This design comes from an exercise in tuning for a short achievable clock period and few clock cycles on the open sky130 flow, not from production work.
Only simulation tests tie the RTL to the original design; equivalence was not proved.
The flow treats the clock pin as an ideal source, which a real chip does not have.
No activity file was given, so power comes from the tool's default toggle rates.

== v11 ==
## pio_req_unit
module pio_req_unit (
   input  wire logic        clk,
   input  wire logic        rst,
   input  wire logic [3:0]  max_pio,
   input  wire logic        rd_vld,
   input  wire logic        wr_vld,
   input  wire logic [4:0]  req_thr_id,
   input  wire logic [1:0]  req_buf_id,
   input  wire logic [2:0]  req_size,
   input  wire logic [39:0] req_addr,
   input  wire logic [63:0] req_data,
   output logic             req_accepted,
   output logic             csr_wr,
   output logic [15:0]      csr_wr_addr,
   output logic [31:0]      csr_wr_data,
   output logic [15:0]      csr_rd_addr,
   output logic             csr_rd_ack,
   output logic [4:0]       csr_ack_thr,
   output logic [1:0]       csr_ack_buf,
   input  wire logic        pio_pop,
   input  wire logic        rd_done,
   output logic             pio_req,
   output logic             pio_data_vld,
   output logic             pio_out_rw,
   output logic [1:0]       pio_out_dest,
   output logic [15:0]      pio_out_be,
   output logic [63:0]      pio_out_ad,
   output logic [4:0]       pio_out_thr_id,
   output logic [1:0]       pio_out_buf_id
);
   localparam int DEPTH = 16;
   localparam int HW    = 1 + 2 + 16 + 5 + 2 + 43;
   localparam int WW    = 1 + HW;
   logic        space;
   logic        late_wr_n, late_rd_n, late_n;
   logic        acc_n;
   logic        hit;
   logic [6:0]  pw, pr, ph;
   logic        xw_n, xr_n;
   logic        gw0_n, gw1_n, gr0_n, gr1_n, gh0_n, gh1_n;
   pio_g_nor2  g_pw0 (.a(req_addr[38]), .b(req_addr[37]), .y(pw[0]));
   pio_g_nor2  g_pw1 (.a(req_addr[36]), .b(req_addr[35]), .y(pw[1]));
  ...
Size: roughly 0.064 mm^2 of cells after synthesis.
export LEC_CHECK = 0
export CAP_MARGIN = 20
export CORE_MARGIN = 2
export CORE_UTILIZATION = 60
export SETUP_SLACK_MARGIN = 2.5
export SLEW_MARGIN = 20
export SYNTH_HIERARCHICAL = 1
export TNS_END_PERCENT = 100
create_clock -name core_clock -period 5.0 [get_ports {clk}]
standard.sh (not shown) runs the stock make flow with config.mk's settings and CLKGATE_MAP_FILE= SYNTH_SCRIPT=/design/flow/synth_recipe.tcl, a recipe that flattens the netlist after the stock synthesis.
==> flow/flow/run.sh <==
#!/bin/bash
# Standard layout with these changes: port buffers made from regular buffers,
# cell sizing free to change a cell's footprint, no delay cells in the repair
# steps (flow/nodly.tcl), and the ports of the request-to-CSR and throttle
# paths placed side by side on the left edge (flow/pins.tcl) before the rest
# are placed.
set -euo pipefail
F=$PWD/flow/nodly.tcl
K=(MATCH_CELL_FOOTPRINT=0 "BUFFER_PORTS_ARGS=-buffer_cell sky130_fd_sc_hd__buf_4"
   PRE_FLOORPLAN_TCL=$F PRE_GLOBAL_PLACE_TCL=$F PRE_RESIZE_TCL=$F
   PRE_DETAIL_PLACE_TCL=$F PRE_REPAIR_TIMING_POST_PLACE_TCL=$F
   PRE_CTS_TCL=$F PRE_GLOBAL_ROUTE_TCL=$F)
bash standard.sh synth > make_synth.log 2>&1
bash standard.sh "${K[@]}" floorplan > make_floorplan.log 2>&1
ODB=orfs/results/sky130hd/pio_req_unit/base/2_floorplan.odb \
   openroad -no_init -exit flow/pins.tcl > pins.log 2>&1
bash standard.sh "${K[@]}" finish > make_finish.log 2>&1
==> flow/flow/nodly.tcl <==
# Keep the repair steps from using delay cells as buffers.
set_dont_use [get_lib_cells {sky130_fd_sc_hd__dlygate* sky130_fd_sc_hd__dlymetal* sky130_fd_sc_hd__clkdlybuf*}]
==> flow/flow/pins.tcl <==
# Place the ports of the short input-to-output paths next to each other on
# the left edge, on met3 tracks two tracks apart, centred on the edge.
read_db $::env(ODB)
set block [ord::get_db_block]
set die [$block getDieArea]
set order {
   req_addr[39] req_addr[24] req_addr[38] req_addr[37] req_addr[36]
   req_addr[35] req_addr[34] req_addr[33] csr_wr csr_rd_ack req_accepted
   rd_vld wr_vld req_addr[32] req_addr[31] req_addr[30] req_addr[29]
   req_addr[28] req_addr[27] req_addr[26] req_addr[25]
   {} {}
   max_pio[0] max_pio[1] pio_req max_pio[2] max_pio[3]
}
# met3 tracks: offset 0.34 um, pitch 0.68 um
set n [llength $order]
set ymid [expr {([$die yMin] + [$die yMax]) / 2000.0}]
set k0 [expr {int(($ymid - $n * 0.68) / 0.68)}]
set i 0
foreach p $order {
   if {$p ne {}} {
      set y [expr {0.34 + ($k0 + 2 * $i) * 0.68}]
      place_pin -pin_name $p -layer met3 -location [list 0.4 $y] -force_to_die_boundary
   }
   incr i
}
foreach p $order {
   if {$p ne {}} {
      set bt [$block findBTerm $p]
      puts "$p [[lindex [$bt getBPins] 0] getPlacementStatus]"
   }
}
write_db $::env(ODB)
Testbench counts of v11, summed over its fixed seeds: cycles 7,368.
--- input diff v11..v13 ---
diff --git a/flow/design.v b/flow/design.v
--- a/flow/design.v
+++ b/flow/design.v
@@ -216,33 +216,33 @@
    assign csr_ack_buf  = req_buf_id;
    logic        c_acc, c_rd, c_wr, c_csr, c_q;
    logic [4:0]  c_thr;
    logic [1:0]  c_buf;
    logic [2:0]  c_size;
    logic [39:0] c_addr;
    logic [63:0] c_data;
    always_ff @(posedge clk) begin
       if (rst)
          c_acc <= 1'b0;
       else
          c_acc <= (rd_vld | wr_vld) & space;
+      c_csr  <= hit;
       c_rd   <= rd_vld;
       c_wr   <= wr_vld;
       c_thr  <= req_thr_id;
       c_buf  <= req_buf_id;
       c_size <= req_size;
       c_addr <= req_addr;
       c_data <= req_data;
    end
-   assign c_csr = c_addr[39:24] == 16'h8000;
    assign c_q   = c_acc & ~c_csr;
    logic [42:0] map;
    logic [1:0]  dest;
    logic [7:0]  lane;
    logic [15:0] be;
    always_comb begin
       if (c_addr[39:32] == 8'h80) begin
          if (c_addr[31:28] == 4'h0) begin
             map = {15'h4000, c_addr[27:0]};
             if (c_addr[27:24] == 4'hE)      dest = 2'd2;
             else if (c_addr[27:24] == 4'hF) dest = 2'd3;
             else                            dest = 2'd1;
Notes after the runs:
- v13 against v11: share of the synthesized area in compound gates (AO/OA/AOI/OAI) picked up an extra 1.2 points; met1 track demand over resource in global routing lost 2.3 points.
- Against v11, v13 comes in 0.91 points lower on final critical-path share of the clock period.
- [v13] proportion of power drawn by flip-flops and latches rose 1.7 points relative to v11
- Comparing v11 and v13, the higher area of the die was measured on v13.
- v13 improves on v11 in post-layout instance area.
Testbench counts of v13, summed over its fixed seeds: cycles 7,368.

re-timing with driven ports:
How much do the figures lean on ideal ports? The routed layouts below were timed once more, with nothing changed but the port constraints. Step 1, drivers: a clkbuf_16 drives clk and a buf_2 each remaining input, both assumed. Step 2 also shifts input and output timing later by t, the mid clock arrival at the registers, as if the neighbouring blocks saw the same clock. a / b / c = ideal / step 1 / step 2; a / b = the first two.
run	t (ns)	setup slack, ns	hold WS [ns]	worst slew at a driven data input, ns	cell pins on the clock port's net
v11	0.841	2.239 / 2.178 / 1.961	0.333 / 0.280 / 0.442	0.13	1
v13	0.839	2.285 / 2.216 / 2.006	0.338 / 0.282 / 0.442	0.09	1
After both steps every run listed still meets setup and hold. The setup slack of v13, which loses most, moves by -0.069 ns with the drivers and by -0.279 ns with both steps.
